From an optimization exercise on the open Yosys and OpenROAD flow, aimed at small area and few clock cycles per item; shortcuts taken in it are not production practice. Where RTL was checked, it was by simulation tests only, not by an equivalence proof against the original. Only the layout flow was run in run 2; the RTL was not checked for function there.

==> flow/design.v, too long to show whole: its modules and the start of the top module <==
// module fp_mult_pipe: 1151 lines
module fp_mult_pipe #(
    parameter int EXP_W = 8,
    parameter int MAN_W = 23
) (
    input  logic                 clk,
    input  logic                 rst,
    input  logic                 in_valid,
    output logic                 in_ready,
    input  logic [EXP_W+MAN_W:0] a,
    input  logic [EXP_W+MAN_W:0] b,
    input  logic [2:0]           rnd,
    output logic                 out_valid,
    input  logic                 out_ready,
    output logic [EXP_W+MAN_W:0] z,
    output logic [7:0]           status
);
  // ...
==> flow/run.sh <==
#!/bin/bash
# synth_recipe.tcl (not shown) runs the flow's synth.tcl, then flattens the netlist and writes it again
# the make line also repeats each setting of config.mk as NAME=value (left out here)
make -C /OpenROAD-flow-scripts/flow DESIGN_CONFIG=/design/flow/config.mk WORK_HOME=/design/flow/orfs CLKGATE_MAP_FILE= SYNTH_SCRIPT=/design/flow/synth_recipe.tcl finish
==> flow/config.mk <==
export PLATFORM = sky130hd
export DESIGN_NAME = fp_mult_pipe
export DESIGN_NICKNAME = fp_mult_pipe
export VERILOG_FILES = /design/flow/design.v
export SDC_FILE = /design/flow/constraint.sdc
export NUM_CORES = 4
export LEC_CHECK = 0
export ABC_AREA = 1
export CAP_MARGIN = 20
export CORE_MARGIN = 2
export CORE_UTILIZATION = 40
export SLEW_MARGIN = 20
==> flow/constraint.sdc <==
create_clock -name core_clock -period 7.5 [get_ports {clk}]
set_input_delay 1.5000 -clock core_clock [delete_from_list [all_inputs] [get_ports {clk}]]
set_output_delay 1.5000 -clock core_clock [all_outputs]
set_load 0.01 [all_outputs]
==> reports/summary.txt, run 1 <==
worst rel slew slack -> 0.234
CTS resizes -> 4
initial antenna violation count -> 2
Global Route met1 Usage -> 0.366
clk_skew -> 6.67 ps
Slew @ Worst Pin -> 1140 ps
worst-skew pair later-pin latency -> 290 ps
post-synthesis sequential area ratio -> 0.0689
CP cell instances -> clkdlybuf4s50_1, clkinv_1, o21ai_1, buf_12, o22ai_1, xor2_1, fa_1, inv_1, fa_1, fa_1, fa_1, fa_1, inv_1, ha_1, nand2_1, o21ai_0, a21oi_1, o21ai_0, a21oi_1, o21ai_1, xor2_1
hold_buf cts -> 0
Hold Violations, Final -> 0
WHS Path Cells -> 2
kind of start point of the critical path -> input port
FF-to-FF path depth -> 1
IO buf count -> 110
met1 wire length -> 27800 um
wire per inst -> 20.2 um
Routed WL -> 63600 um
outcome -> timing/DRC/antenna clean
M2 GR Usage -> 0.440
fmax -> 138 MHz
count of cell types in the netlist -> 50
CTS sink count -> 42
dominant class by area -> multi-input combinational cells
uppermost layer routed -> met5
TritonCTS clock tree -> yes
nets -> 2975
initial core utilization -> 0.403
# fillers -> 4613
crit-path max FO -> 23
Testbench counts, summed over its fixed seeds: cycles 12,008, items 12,000.
==> run 2: changes to the inputs <==
--- a/flow/design.v
+++ b/flow/design.v
@@ -37,18 +37,18 @@
     logic [7:0]  ea_s, eb_s;
     logic [22:0] fa_s, fb_s;
     logic        a_zero_s, a_inf_s, a_nan_s;
     logic        b_zero_s, b_inf_s, b_nan_s;
     logic        sign_s;
     logic [1:0]  sp_s, rc_s;
     logic [8:0]  esum_s;
     logic [23:0] ma_s, mb_s;
-    logic [47:0] mul_r0_s, mul_r1_s, prod_s;
-    logic        low_s;
+    logic [25:0] prod_hi_s;      
+    logic        low_s;          
     always_comb begin
         ea_s     = a[30:23];
         eb_s     = b[30:23];
         fa_s     = a[22:0];
         fb_s     = b[22:0];
         sign_s   = a[31] ^ b[31];
         a_zero_s = (ea_s == 8'h00);
         b_zero_s = (eb_s == 8'h00);
@@ -1063,32 +1063,549 @@
     assign {t294_c, t294_s} = {1'b0, t208_s} + {1'b0, t248_c} + {1'b0, t249_s};
     logic t295_s, t295_c;
     assign {t295_c, t295_s} = {1'b0, t208_c} + {1'b0, t249_c} + {1'b0, t250_s};
     logic t296_s, t296_c;
     assign {t296_c, t296_s} = {1'b0, 1'b1} + {1'b0, t250_c} + {1'b0, t251_s};
     logic t297_s, t297_c;
     assign t297_s = 1'b1 ^ t251_c;
     assign t297_c = 1'b1 & t251_c;
-    assign mul_r0_s = {t296_c, t295_c, t294_c, t293_c, t292_c, t291_c, t290_c, t289_c, t288_c, t287_c, t286_c, t285_c, t284_c, t283_c, t282_c, t281_c, t280_c, t279_c, t278_c, t277_c, t276_c, t275_c, t274_c, t273_c, t272_c, t271_c, t270_c, t269_c, t268_c, t267_c, t266_c, t265_c, t264_c, t263_c, t262_c, t261_c, t260_c, t259_c, t258_c, t257_c, t256_c, t255_c, t254_c, t253_c, t252_c, bo1_neg, bo0_pp[1], bo0_pp[0]};
-    assign mul_r1_s = {t297_s, t296_s, t295_s, t294_s, t293_s, t292_s, t291_s, t290_s, t289_s, t288_s, t287_s, t286_s, t285_s, t284_s, t283_s, t282_s, t281_s, t280_s, t279_s, t278_s, t277_s, t276_s, t275_s, t274_s, t273_s, t272_s, t271_s, t270_s, t269_s, t268_s, t267_s, t266_s, t265_s, t264_s, t263_s, t262_s, t261_s, t260_s, t259_s, t258_s, t257_s, t256_s, t255_s, t254_s, t253_s, t252_s, 1'b0, bo0_neg};
-    assign prod_s = mul_r0_s + mul_r1_s;
-    assign low_s  = |prod_s[21:0];
+    logic ad_g0;
+    logic ad_p0;
+    logic ad_t0;
+    assign ad_g0 = bo0_pp[0] & bo0_neg;
+    assign ad_p0 = bo0_pp[0] ^ bo0_neg;
+    assign ad_t0 = bo0_pp[0] | bo0_neg;
+    logic ad_g2;
+    logic ad_p2;
+    logic ad_t2;
+    assign ad_g2 = bo1_neg & t252_s;
+    assign ad_p2 = bo1_neg ^ t252_s;
+    assign ad_t2 = bo1_neg | t252_s;
+    logic ad_g3;
+    logic ad_p3;
+    logic ad_t3;
+    assign ad_g3 = t252_c & t253_s;
+    assign ad_p3 = t252_c ^ t253_s;
+    assign ad_t3 = t252_c | t253_s;
+    logic ad_g4;
+    logic ad_p4;
+    logic ad_t4;
+    assign ad_g4 = t253_c & t254_s;
+    assign ad_p4 = t253_c ^ t254_s;
+    assign ad_t4 = t253_c | t254_s;
+    logic ad_g5;
+    logic ad_p5;
+    logic ad_t5;
+    assign ad_g5 = t254_c & t255_s;
+    assign ad_p5 = t254_c ^ t255_s;
+    assign ad_t5 = t254_c | t255_s;
+    logic ad_g6;
+    logic ad_p6;
+    logic ad_t6;
+    assign ad_g6 = t255_c & t256_s;
+    assign ad_p6 = t255_c ^ t256_s;
+    assign ad_t6 = t255_c | t256_s;
+    logic ad_g7;
+    logic ad_p7;
+    logic ad_t7;
+    assign ad_g7 = t256_c & t257_s;
+    assign ad_p7 = t256_c ^ t257_s;
+    assign ad_t7 = t256_c | t257_s;
+    logic ad_g8;
+    logic ad_p8;
+    logic ad_t8;
+    assign ad_g8 = t257_c & t258_s;
+    assign ad_p8 = t257_c ^ t258_s;
+    assign ad_t8 = t257_c | t258_s;
+    logic ad_g9;
+    logic ad_p9;
+    logic ad_t9;
+    assign ad_g9 = t258_c & t259_s;
+    assign ad_p9 = t258_c ^ t259_s;
+    assign ad_t9 = t258_c | t259_s;
+    logic ad_g10;
+    logic ad_p10;
+    logic ad_t10;
+    assign ad_g10 = t259_c & t260_s;
+    assign ad_p10 = t259_c ^ t260_s;
+    assign ad_t10 = t259_c | t260_s;
+    logic ad_g11;
+    logic ad_p11;
+    logic ad_t11;
+    assign ad_g11 = t260_c & t261_s;
+    assign ad_p11 = t260_c ^ t261_s;
+    assign ad_t11 = t260_c | t261_s;
+    logic ad_g12;
+    logic ad_p12;
+    logic ad_t12;
+    assign ad_g12 = t261_c & t262_s;
+    assign ad_p12 = t261_c ^ t262_s;
+    assign ad_t12 = t261_c | t262_s;
+    logic ad_g13;
+    logic ad_p13;
+    logic ad_t13;
+    assign ad_g13 = t262_c & t263_s;
+    assign ad_p13 = t262_c ^ t263_s;
+    assign ad_t13 = t262_c | t263_s;
+    logic ad_g14;
+    logic ad_p14;
+    logic ad_t14;
+    assign ad_g14 = t263_c & t264_s;
+    assign ad_p14 = t263_c ^ t264_s;
+    assign ad_t14 = t263_c | t264_s;
+    logic ad_g15;
+    logic ad_p15;
+    logic ad_t15;
+    assign ad_g15 = t264_c & t265_s;
+    assign ad_p15 = t264_c ^ t265_s;
+    assign ad_t15 = t264_c | t265_s;
+    logic ad_g16;
+    logic ad_p16;
+    logic ad_t16;
+    assign ad_g16 = t265_c & t266_s;
+    assign ad_p16 = t265_c ^ t266_s;
+    assign ad_t16 = t265_c | t266_s;
+    logic ad_g17;
+    logic ad_p17;
+    logic ad_t17;
+    assign ad_g17 = t266_c & t267_s;
+    assign ad_p17 = t266_c ^ t267_s;
+    assign ad_t17 = t266_c | t267_s;
+    logic ad_g18;
+    logic ad_p18;
+    logic ad_t18;
+    assign ad_g18 = t267_c & t268_s;
+    assign ad_p18 = t267_c ^ t268_s;
+    assign ad_t18 = t267_c | t268_s;
+    logic ad_g19;
+    logic ad_p19;
+    logic ad_t19;
+    assign ad_g19 = t268_c & t269_s;
+    assign ad_p19 = t268_c ^ t269_s;
+    assign ad_t19 = t268_c | t269_s;
+    logic ad_g20;
+    logic ad_p20;
+    logic ad_t20;
+    assign ad_g20 = t269_c & t270_s;
+    assign ad_p20 = t269_c ^ t270_s;
+    assign ad_t20 = t269_c | t270_s;
+    logic ad_g21;
+    logic ad_p21;
+    logic ad_t21;
+    assign ad_g21 = t270_c & t271_s;
+    assign ad_p21 = t270_c ^ t271_s;
+    assign ad_t21 = t270_c | t271_s;
+    logic ad_g22;
+    logic ad_p22;
+    logic ad_t22;
+    assign ad_g22 = t271_c & t272_s;
+    assign ad_p22 = t271_c ^ t272_s;
+    assign ad_t22 = t271_c | t272_s;
+    logic ad_g23;
+    logic ad_p23;
+    logic ad_t23;
+    assign ad_g23 = t272_c & t273_s;
+    assign ad_p23 = t272_c ^ t273_s;
+    assign ad_t23 = t272_c | t273_s;
+    logic ad_g24;
+    logic ad_p24;
+    logic ad_t24;
+    assign ad_g24 = t273_c & t274_s;
+    assign ad_p24 = t273_c ^ t274_s;
+    assign ad_t24 = t273_c | t274_s;
+    logic ad_g25;
+    logic ad_p25;
+    logic ad_t25;
+    assign ad_g25 = t274_c & t275_s;
+    assign ad_p25 = t274_c ^ t275_s;
+    assign ad_t25 = t274_c | t275_s;
+    logic ad_g26;
+    logic ad_p26;
+    logic ad_t26;
+    assign ad_g26 = t275_c & t276_s;
+    assign ad_p26 = t275_c ^ t276_s;
+    assign ad_t26 = t275_c | t276_s;
+    logic ad_g27;
+    logic ad_p27;
+    logic ad_t27;
+    assign ad_g27 = t276_c & t277_s;
+    assign ad_p27 = t276_c ^ t277_s;
+    assign ad_t27 = t276_c | t277_s;
+    logic ad_g28;
+    logic ad_p28;
+    logic ad_t28;
+    assign ad_g28 = t277_c & t278_s;
+    assign ad_p28 = t277_c ^ t278_s;
+    assign ad_t28 = t277_c | t278_s;
+    logic ad_g29;
+    logic ad_p29;
+    logic ad_t29;
+    assign ad_g29 = t278_c & t279_s;
+    assign ad_p29 = t278_c ^ t279_s;
+    assign ad_t29 = t278_c | t279_s;
+    logic ad_g30;
+    logic ad_p30;
+    logic ad_t30;
+    assign ad_g30 = t279_c & t280_s;
+    assign ad_p30 = t279_c ^ t280_s;
+    assign ad_t30 = t279_c | t280_s;
+    logic ad_g31;
+    logic ad_p31;
+    logic ad_t31;
+    assign ad_g31 = t280_c & t281_s;
+    assign ad_p31 = t280_c ^ t281_s;
+    assign ad_t31 = t280_c | t281_s;
+    logic ad_g32;
+    logic ad_p32;
+    logic ad_t32;
+    assign ad_g32 = t281_c & t282_s;
+    assign ad_p32 = t281_c ^ t282_s;
+    assign ad_t32 = t281_c | t282_s;
+    logic ad_g33;
+    logic ad_p33;
+    logic ad_t33;
+    assign ad_g33 = t282_c & t283_s;
+    assign ad_p33 = t282_c ^ t283_s;
+    assign ad_t33 = t282_c | t283_s;
+    logic ad_g34;
+    logic ad_p34;
+    logic ad_t34;
+    assign ad_g34 = t283_c & t284_s;
+    assign ad_p34 = t283_c ^ t284_s;
+    assign ad_t34 = t283_c | t284_s;
+    logic ad_g35;
+    logic ad_p35;
+    logic ad_t35;
+    assign ad_g35 = t284_c & t285_s;
+    assign ad_p35 = t284_c ^ t285_s;
+    assign ad_t35 = t284_c | t285_s;
+    logic ad_g36;
+    logic ad_p36;
+    logic ad_t36;
+    assign ad_g36 = t285_c & t286_s;
+    assign ad_p36 = t285_c ^ t286_s;
+    assign ad_t36 = t285_c | t286_s;
+    logic ad_g37;
+    logic ad_p37;
+    logic ad_t37;
+    assign ad_g37 = t286_c & t287_s;
+    assign ad_p37 = t286_c ^ t287_s;
+    assign ad_t37 = t286_c | t287_s;
+    logic ad_g38;
+    logic ad_p38;
+    logic ad_t38;
+    assign ad_g38 = t287_c & t288_s;
+    assign ad_p38 = t287_c ^ t288_s;
+    assign ad_t38 = t287_c | t288_s;
+    logic ad_g39;
+    logic ad_p39;
+    logic ad_t39;
+    assign ad_g39 = t288_c & t289_s;
+    assign ad_p39 = t288_c ^ t289_s;
+    assign ad_t39 = t288_c | t289_s;
+    logic ad_g40;
+    logic ad_p40;
+    logic ad_t40;
+    assign ad_g40 = t289_c & t290_s;
+    assign ad_p40 = t289_c ^ t290_s;
+    assign ad_t40 = t289_c | t290_s;
+    logic ad_g41;
+    logic ad_p41;
+    logic ad_t41;
+    assign ad_g41 = t290_c & t291_s;
+    assign ad_p41 = t290_c ^ t291_s;
+    assign ad_t41 = t290_c | t291_s;
+    logic ad_g42;
+    logic ad_p42;
+    logic ad_t42;
+    assign ad_g42 = t291_c & t292_s;
+    assign ad_p42 = t291_c ^ t292_s;
+    assign ad_t42 = t291_c | t292_s;
+    logic ad_g43;
+    logic ad_p43;
+    logic ad_t43;
+    assign ad_g43 = t292_c & t293_s;
+    assign ad_p43 = t292_c ^ t293_s;
+    assign ad_t43 = t292_c | t293_s;
+    logic ad_g44;
+    logic ad_p44;
+    logic ad_t44;
+    assign ad_g44 = t293_c & t294_s;
+    assign ad_p44 = t293_c ^ t294_s;
+    assign ad_t44 = t293_c | t294_s;
+    logic ad_g45;
+    logic ad_p45;
+    logic ad_t45;
+    assign ad_g45 = t294_c & t295_s;
+    assign ad_p45 = t294_c ^ t295_s;
+    assign ad_t45 = t294_c | t295_s;
+    logic ad_g46;
+    logic ad_p46;
+    logic ad_t46;
+    assign ad_g46 = t295_c & t296_s;
+    assign ad_p46 = t295_c ^ t296_s;
+    assign ad_t46 = t295_c | t296_s;
+    logic ad_g47;
+    logic ad_p47;
+    logic ad_t47;
+    assign ad_g47 = t296_c & t297_s;
+    assign ad_p47 = t296_c ^ t297_s;
+    assign ad_t47 = t296_c | t297_s;
+    assign low_s = (ad_p0 ^ 1'b0) | (bo0_pp[1] ^ ad_t0) | (ad_p2 ^ bo0_pp[1]) | (ad_p3 ^ ad_t2) | (ad_p4 ^ ad_t3) | (ad_p5 ^ ad_t4) | (ad_p6 ^ ad_t5) | (ad_p7 ^ ad_t6) | (ad_p8 ^ ad_t7) | (ad_p9 ^ ad_t8) | (ad_p10 ^ ad_t9) | (ad_p11 ^ ad_t10) | (ad_p12 ^ ad_t11) | (ad_p13 ^ ad_t12) | (ad_p14 ^ ad_t13) | (ad_p15 ^ ad_t14) | (ad_p16 ^ ad_t15) | (ad_p17 ^ ad_t16) | (ad_p18 ^ ad_t17) | (ad_p19 ^ ad_t18) | (ad_p20 ^ ad_t19) | (ad_p21 ^ ad_t20);
+    logic ad_G1;
+    assign ad_G1 = 1'b0 | (bo0_pp[1] & ad_g0);
+    logic ad_P1;
+    assign ad_P1 = bo0_pp[1] & ad_p0;
+    logic ad_G2;
+    assign ad_G2 = ad_g3 | (ad_p3 & ad_g2);
+    logic ad_P2;
+    assign ad_P2 = ad_p3 & ad_p2;
+    logic ad_G3;
+    assign ad_G3 = ad_g5 | (ad_p5 & ad_g4);
+    logic ad_P3;
+    assign ad_P3 = ad_p5 & ad_p4;
+    logic ad_G4;
+    assign ad_G4 = ad_g7 | (ad_p7 & ad_g6);
+    logic ad_P4;
+    assign ad_P4 = ad_p7 & ad_p6;
+    logic ad_G5;
+    assign ad_G5 = ad_g9 | (ad_p9 & ad_g8);
+    logic ad_P5;
+    assign ad_P5 = ad_p9 & ad_p8;
+    logic ad_G6;
+    assign ad_G6 = ad_g11 | (ad_p11 & ad_g10);
+    logic ad_P6;
+    assign ad_P6 = ad_p11 & ad_p10;
+    logic ad_G7;
+    assign ad_G7 = ad_g13 | (ad_p13 & ad_g12);
+    logic ad_P7;
+    assign ad_P7 = ad_p13 & ad_p12;
+    logic ad_G8;
+    assign ad_G8 = ad_g15 | (ad_p15 & ad_g14);
+    logic ad_P8;
+    assign ad_P8 = ad_p15 & ad_p14;
+    logic ad_G9;
+    assign ad_G9 = ad_g17 | (ad_p17 & ad_g16);
+    logic ad_P9;
+    assign ad_P9 = ad_p17 & ad_p16;
+    logic ad_G10;
+    assign ad_G10 = ad_g19 | (ad_p19 & ad_g18);
+    logic ad_P10;
+    assign ad_P10 = ad_p19 & ad_p18;
+    logic ad_G11;
+    assign ad_G11 = ad_g21 | (ad_p21 & ad_g20);
+    logic ad_P11;
+    assign ad_P11 = ad_p21 & ad_p20;
+    logic ad_G12;
+    assign ad_G12 = ad_G2 | (ad_P2 & ad_G1);
+    logic ad_P12;
+    assign ad_P12 = ad_P2 & ad_P1;
+    logic ad_G13;
+    assign ad_G13 = ad_G4 | (ad_P4 & ad_G3);
+    logic ad_P13;
+    assign ad_P13 = ad_P4 & ad_P3;
+    logic ad_G14;
+    assign ad_G14 = ad_G6 | (ad_P6 & ad_G5);
+    logic ad_P14;
+    assign ad_P14 = ad_P6 & ad_P5;
+    logic ad_G15;
+    assign ad_G15 = ad_G8 | (ad_P8 & ad_G7);
+    logic ad_P15;
+    assign ad_P15 = ad_P8 & ad_P7;
+    logic ad_G16;
+    assign ad_G16 = ad_G10 | (ad_P10 & ad_G9);
+    logic ad_P16;
+    assign ad_P16 = ad_P10 & ad_P9;
+    logic ad_G17;
+    assign ad_G17 = ad_G13 | (ad_P13 & ad_G12);
+    logic ad_P17;
+    assign ad_P17 = ad_P13 & ad_P12;
+    logic ad_G18;
+    assign ad_G18 = ad_G15 | (ad_P15 & ad_G14);
+    logic ad_P18;
+    assign ad_P18 = ad_P15 & ad_P14;
+    logic ad_G19;
+    assign ad_G19 = ad_G11 | (ad_P11 & ad_G16);
+    logic ad_P19;
+    assign ad_P19 = ad_P11 & ad_P16;
+    logic ad_G20;
+    assign ad_G20 = ad_G18 | (ad_P18 & ad_G17);
+    logic ad_P20;
+    assign ad_P20 = ad_P18 & ad_P17;
+    logic ad_G21;
+    assign ad_G21 = ad_G19 | (ad_P19 & ad_G20);
+    logic ad_P21;
+    assign ad_P21 = ad_P19 & ad_P20;
+    logic ad_G22;
+    assign ad_G22 = ad_g22 | (ad_p22 & ad_G21);
+    logic ad_G23;
+    assign ad_G23 = ad_g24 | (ad_p24 & ad_g23);
+    logic ad_P23;
+    assign ad_P23 = ad_p24 & ad_p23;
+    logic ad_G24;
+    assign ad_G24 = ad_g26 | (ad_p26 & ad_g25);
+    logic ad_P24;
+    assign ad_P24 = ad_p26 & ad_p25;
+    logic ad_G25;
+    assign ad_G25 = ad_g28 | (ad_p28 & ad_g27);
+    logic ad_P25;
+    assign ad_P25 = ad_p28 & ad_p27;
+    logic ad_G26;
+    assign ad_G26 = ad_g30 | (ad_p30 & ad_g29);
+    logic ad_P26;
+    assign ad_P26 = ad_p30 & ad_p29;
+    logic ad_G27;
+    assign ad_G27 = ad_g32 | (ad_p32 & ad_g31);
+    logic ad_P27;
+    assign ad_P27 = ad_p32 & ad_p31;
+    logic ad_G28;
+    assign ad_G28 = ad_g34 | (ad_p34 & ad_g33);
+    logic ad_P28;
+    assign ad_P28 = ad_p34 & ad_p33;
+    logic ad_G29;
+    assign ad_G29 = ad_g36 | (ad_p36 & ad_g35);
+    logic ad_P29;
+    assign ad_P29 = ad_p36 & ad_p35;
+    logic ad_G30;
+    assign ad_G30 = ad_g38 | (ad_p38 & ad_g37);
+    logic ad_P30;
+    assign ad_P30 = ad_p38 & ad_p37;
+    logic ad_G31;
+    assign ad_G31 = ad_g40 | (ad_p40 & ad_g39);
+    logic ad_P31;
+    assign ad_P31 = ad_p40 & ad_p39;
+    logic ad_G32;
+    assign ad_G32 = ad_g42 | (ad_p42 & ad_g41);
+    logic ad_P32;
+    assign ad_P32 = ad_p42 & ad_p41;
+    logic ad_G33;
+    assign ad_G33 = ad_g44 | (ad_p44 & ad_g43);
+    logic ad_P33;
+    assign ad_P33 = ad_p44 & ad_p43;
+    logic ad_G34;
+    assign ad_G34 = ad_g46 | (ad_p46 & ad_g45);
+    logic ad_P34;
+    assign ad_P34 = ad_p46 & ad_p45;
+    logic ad_G35;
+    assign ad_G35 = ad_G23 | (ad_P23 & ad_G22);
+    logic ad_G36;
+    assign ad_G36 = ad_G25 | (ad_P25 & ad_G24);
+    logic ad_P36;
+    assign ad_P36 = ad_P25 & ad_P24;
+    logic ad_G37;
+    assign ad_G37 = ad_G27 | (ad_P27 & ad_G26);
+    logic ad_P37;
+    assign ad_P37 = ad_P27 & ad_P26;
+    logic ad_G38;
+    assign ad_G38 = ad_G29 | (ad_P29 & ad_G28);
+    logic ad_P38;
+    assign ad_P38 = ad_P29 & ad_P28;
+    logic ad_G39;
+    assign ad_G39 = ad_G31 | (ad_P31 & ad_G30);
+    logic ad_P39;
+    assign ad_P39 = ad_P31 & ad_P30;
+    logic ad_G40;
+    assign ad_G40 = ad_G33 | (ad_P33 & ad_G32);
+    logic ad_P40;
+    assign ad_P40 = ad_P33 & ad_P32;
+    logic ad_G41;
+    assign ad_G41 = ad_G36 | (ad_P36 & ad_G35);
+    logic ad_G42;
+    assign ad_G42 = ad_G38 | (ad_P38 & ad_G37);
+    logic ad_P42;
+    assign ad_P42 = ad_P38 & ad_P37;
+    logic ad_G43;
+    assign ad_G43 = ad_G40 | (ad_P40 & ad_G39);
+    logic ad_P43;
+    assign ad_P43 = ad_P40 & ad_P39;
+    logic ad_G44;
+    assign ad_G44 = ad_G42 | (ad_P42 & ad_G41);
+    logic ad_G45;
+    assign ad_G45 = ad_G43 | (ad_P43 & ad_G44);
+    logic ad_G46;
+    assign ad_G46 = ad_G37 | (ad_P37 & ad_G41);
+    logic ad_G47;
+    assign ad_G47 = ad_G39 | (ad_P39 & ad_G44);
+    logic ad_G48;
+    assign ad_G48 = ad_G24 | (ad_P24 & ad_G35);
+    logic ad_G49;
+    assign ad_G49 = ad_G26 | (ad_P26 & ad_G41);
+    logic ad_G50;
+    assign ad_G50 = ad_G28 | (ad_P28 & ad_G46);
+    logic ad_G51;
+    assign ad_G51 = ad_G30 | (ad_P30 & ad_G44);
+    logic ad_G52;
+    assign ad_G52 = ad_G32 | (ad_P32 & ad_G47);
+    logic ad_G53;
+    assign ad_G53 = ad_G34 | (ad_P34 & ad_G45);
+    logic ad_G54;
+    assign ad_G54 = ad_g23 | (ad_p23 & ad_G22);
+    logic ad_G55;
+    assign ad_G55 = ad_g25 | (ad_p25 & ad_G35);
+    logic ad_G56;
+    assign ad_G56 = ad_g27 | (ad_p27 & ad_G48);
+    logic ad_G57;
+    assign ad_G57 = ad_g29 | (ad_p29 & ad_G41);
+    logic ad_G58;
+    assign ad_G58 = ad_g31 | (ad_p31 & ad_G49);
+    logic ad_G59;
+    assign ad_G59 = ad_g33 | (ad_p33 & ad_G46);
+    logic ad_G60;
+    assign ad_G60 = ad_g35 | (ad_p35 & ad_G50);
+    logic ad_G61;
+    assign ad_G61 = ad_g37 | (ad_p37 & ad_G44);
+    logic ad_G62;
+    assign ad_G62 = ad_g39 | (ad_p39 & ad_G51);
+    logic ad_G63;
+    assign ad_G63 = ad_g41 | (ad_p41 & ad_G47);
+    logic ad_G64;
+    assign ad_G64 = ad_g43 | (ad_p43 & ad_G52);
+    logic ad_G65;
+    assign ad_G65 = ad_g45 | (ad_p45 & ad_G45);
+    logic ad_G66;
+    assign ad_G66 = ad_g47 | (ad_p47 & ad_G53);
+    assign prod_hi_s[0] = ad_p22 ^ ad_G21;
+    assign prod_hi_s[1] = ad_p23 ^ ad_G22;
+    assign prod_hi_s[2] = ad_p24 ^ ad_G54;
+    assign prod_hi_s[3] = ad_p25 ^ ad_G35;
+    assign prod_hi_s[4] = ad_p26 ^ ad_G55;
+    assign prod_hi_s[5] = ad_p27 ^ ad_G48;
+    assign prod_hi_s[6] = ad_p28 ^ ad_G56;
+    assign prod_hi_s[7] = ad_p29 ^ ad_G41;
+    assign prod_hi_s[8] = ad_p30 ^ ad_G57;
+    assign prod_hi_s[9] = ad_p31 ^ ad_G49;
+    assign prod_hi_s[10] = ad_p32 ^ ad_G58;
+    assign prod_hi_s[11] = ad_p33 ^ ad_G46;
+    assign prod_hi_s[12] = ad_p34 ^ ad_G59;
+    assign prod_hi_s[13] = ad_p35 ^ ad_G50;
+    assign prod_hi_s[14] = ad_p36 ^ ad_G60;
+    assign prod_hi_s[15] = ad_p37 ^ ad_G44;
+    assign prod_hi_s[16] = ad_p38 ^ ad_G61;
+    assign prod_hi_s[17] = ad_p39 ^ ad_G51;
+    assign prod_hi_s[18] = ad_p40 ^ ad_G62;
+    assign prod_hi_s[19] = ad_p41 ^ ad_G47;
+    assign prod_hi_s[20] = ad_p42 ^ ad_G63;
+    assign prod_hi_s[21] = ad_p43 ^ ad_G52;
+    assign prod_hi_s[22] = ad_p44 ^ ad_G64;
+    assign prod_hi_s[23] = ad_p45 ^ ad_G45;
+    assign prod_hi_s[24] = ad_p46 ^ ad_G65;
+    assign prod_hi_s[25] = ad_p47 ^ ad_G53;
     logic        sign_r;
     logic [1:0]  sp_r, rc_r;
     logic [8:0]  esum_r;
     logic [25:0] prod_r;         
     logic        low_r;          
     always_ff @(posedge clk) begin
         if (adv_s) begin
             sign_r <= sign_s;
             sp_r   <= sp_s;
             rc_r   <= rc_s;
             esum_r <= esum_s;
-            prod_r <= prod_s[47:22];
+            prod_r <= prod_hi_s;
             low_r  <= low_s;
         end
     end
     logic        msb_s, guard_s, sticky_s, up_s, carry_s;
     logic [23:0] mant_s;
     logic [24:0] man_sum_s;
     logic [9:0]  exp_s;
     logic        ovf_s, unf_s;
==> flow/flow/run.sh (new file) <==
#!/bin/bash
# The standard layout (standard.sh: the standard flow's synthesis and ORFS flow), with every
# input and output port buffered by a plain buf_1 instead of the default port
# buffer cell. The make output is kept in flow_make.log; each ORFS step writes
# its own log under orfs/logs/.
set -euo pipefail
export BUFFER_PORTS_ARGS="-buffer_cell sky130_fd_sc_hd__buf_1"
bash standard.sh finish > flow_make.log 2>&1
==> flow/standard.sh (new file) <==
#!/bin/bash
# synth_recipe.tcl (not shown) runs the flow's synth.tcl, then flattens the netlist and writes it again
# the make line also repeats each setting of config.mk as NAME=value (left out here)
make -C /OpenROAD-flow-scripts/flow DESIGN_CONFIG=/design/flow/config.mk WORK_HOME=/design/flow/orfs CLKGATE_MAP_FILE= SYNTH_SCRIPT=/design/flow/synth_recipe.tcl "${@:-finish}"
removed: flow/run.sh
==> run 2 against run 1 <==
Critical endpoint is now prod_r[22]. Still clean on timing, DRC and antenna. Register-to-register slack is essentially flat. Via count down 9.3%. Worst hold slack improved by 38 ps.
==> reports/summary.txt, run 2 <==
outcome -> timing/DRC/antenna clean
# fillers -> 4180 (-9.4%)
max reg flops -> 26
Hold Violations, Final -> 0 (unchanged)
data required time of the critical path -> 7540 ps
RSZ-0062 raised after global routing -> yes
DR iter-0 viols -> 1406
Via density -> 5.48
Critical Path AT -> 7310 ps
kind of start point of the critical path -> input port
Top reg by flops -> prod_r
largest area contributor in the netlist -> fa_1
hold_buf cts -> 0 (unchanged)
die area -> 44300 um2
nets -> 2769 (-6.9%)
die width -> 211 um
htree depth -> 2
Routed WL -> 56500 um (-11%)
post-synthesis sequential area ratio -> 0.0733 (+0.00442)
row cnt -> 75
worst-skew pair later-pin latency -> 290 ps (about the same)
synthesized area -> 17100 um2
IO buf count -> 110 (unchanged)
clock buffer count from CTS -> 5
fmax -> 137 MHz (-0.12%)
Cells after Synth -> 2102
remaining global-route overflow -> 0
Placer Congestion -> 0.953
initial core utilization -> 0.406 (+0.00314)
Overall Global Routing Usage -> 0.255
largest net degree at the start of global routing -> 43
most numerous cell in the Yosys netlist -> inv_1
count of cell types in the netlist -> 48 (-4.0%)
fin. max-slew vios -> 0
worst rel slew slack -> 0.343 (+0.109)
crit-path max FO -> 4 (-83%)
Design Area, Final -> 19700 um2
initial antenna violation count -> 0 (-2)
Area Overhead vs Synth -> 15.7%
DR DRC count -> 0
Setup-failing EPs final -> 0
Post-synth EDFFs -> 41
largest registers -> prod_r (26), esum_r (9)
die height -> 211 um
kind of critical path -> input port to register
Slew @ Worst Pin -> 982 ps (-156 ps)
drt first pass iters -> 5
top cell type's share of synthesized area -> 0.306
CTS root buf -> clkbuf_16
vias in the first global route -> 15400
Syn Area/Cell -> 8.12 um2
synth top area cells -> fa_1, xor2_1, o22ai_1
CTS sink count -> 42 (unchanged)
Critical Path Slowest Stage Cell -> fa_2
asr flop ratio synth -> 0
ANT nets after route -> 0
Clock Pin Slew Worst Setup and Hold Paths -> 60 ps
TritonCTS clock tree -> yes
placed inst area -> 19300 um2
ys flop type -> edfxtp_1
max_cap viols -> 0
via count -> 15600
slowest cell delay on critical path -> 590 ps
Top Family by Delay on Critical Path -> adder cells
dpl hpwl -> 47000 um
wire per inst -> 19.8 um (-1.8%)
#FFs+latches synth -> 42
core area -> 42000 um2
Finished Layout Cells -> 2853
Longest Clk Path Bufs -> 2
most frequent cells in the layout -> inv_1, xor2_1, o22ai_1
Tcrit/Tclk final -> 0.970
Tmin final -> 7280 ps
Critical Path End Type -> register
Inst Count DP -> 2839
HP Class -> register to register
ANT cells -> 0
Synth top cells by count -> inv_1, xor2_1, o22ai_1
share of post-route cells with drive strength above 1 -> 0.146
first-pass GRT wire length -> 87900 um
clk_skew -> 6.34 ps (-0.331 ps)
Ports -> 113
crit path buf inv count -> 5
Yosys warnings -> 1
most common cell after layout, fill and taps aside -> inv_1
==> run 2: worst paths after layout <==
check        startpoint          to  slack [ps]  depth (start not counted)
max reg2reg         v_r  prod_r[17]        6060                          1
max                b[9]  prod_r[22]         220                         30
min reg2reg         v_r         v_r        1230                          2
min                 v_r         v_r        1230                          2
==> run 2: what timing repair did <==
item	in CTS	in global routing
resized for setup	7	50
buffers inserted	0	6
pin swaps	1	21
setup endpoints to repair	1	49
==> run 2: layer usage <==
| metal | wire length (um) | GRT usage | up-vias |
|---|---|---|---|
| met5 | 0 | 0 | - |
| met4 | 1820 | 0.0814 | 0 |
| met1 | 25100 | 0.365 | 7601 |
| met2 | 24800 | 0.401 | 746 |
| met3 | 4820 | 0.0343 | 96 |
| li1 | - | - | 7205 |
==> run 2: worst min-delay path, delay by kind of cell, from the launching register on <==
| family | cells | cell delay (ps) |
|---|---|---|
| flops | 1 | 330 |
| simple gates | 1 | 720 |
| compound gates | 1 | 140 |
==> run 2: kinds of logic (layout without fill, tap and decap cells) <==
family	Yosys count	after routing	synth area share
buffers and inverters	528	739	0.121
and+or+nand+nor	437	437	0.109
AOI/OAI and AO/OA	413	413	0.146
adders and majority gates	385	385	0.397
xor gates and xnor gates	294	294	0.152
DFF	42	42	0.0733
muxes	2	2	0.00117
other	1	2	0.000220
==> run 2: cell type report <==
class	instances	area, um2	area share
repair buffers	341	2210	0.112
multi-input cells	1533	14000	0.708
clock buffers	6	129	0.00653
flip-flops and latches	42	1250	0.0634
clock inverters	2	37.5	0.00190
inverters	390	1470	0.0745
well taps	539	674	0.0342
==> run 2: stage by stage <==
step	util	worst slack (ps)	TNS, ps	hold WS (ps)
final	0.470	222	0	1230
after CTS	0.464	24.7	0	1270
after global placement	0.460	-284	-1640	1200
after global routing	0.470	-51.4	-51.4	1350
after detailed placement	0.460	-362	-2590	1250
after floorplan	-	7.14	0	1410

-- re-timing with driven ports --
How much do the figures lean on ideal ports? The routed layouts below were timed once more, with nothing changed but the port constraints.
Step 1 assumes that a clkbuf_16 drives the clock port and a buf_2 every other input.
Step 2, shift: input delay + t, output delay - t, t = (earliest + latest rising clock arrival at the registers) / 2. This alone moves slack from input paths to output paths.
Three values: ideal, step 1, step 2; two values: the first two.
| run | shift t [ns] | slack for setup (ns) | latest minus earliest clock arrival (ns) | pins driven straight from the clock port |
|---|---|---|---|---|
| run 1 | 0.325 | 0.231 / 0.229 / -0.095 | 0.007 / 0.007 | 1 |
| run 2 | 0.326 | 0.222 / 0.236 / -0.090 | 0.006 / 0.007 | 1 |
With both steps, setup timing fails in run 1 and run 2, where it was met with ideal ports. For run 1, which loses most, drivers alone change the setup slack by -0.002 ns; drivers and shift together by -0.326 ns.
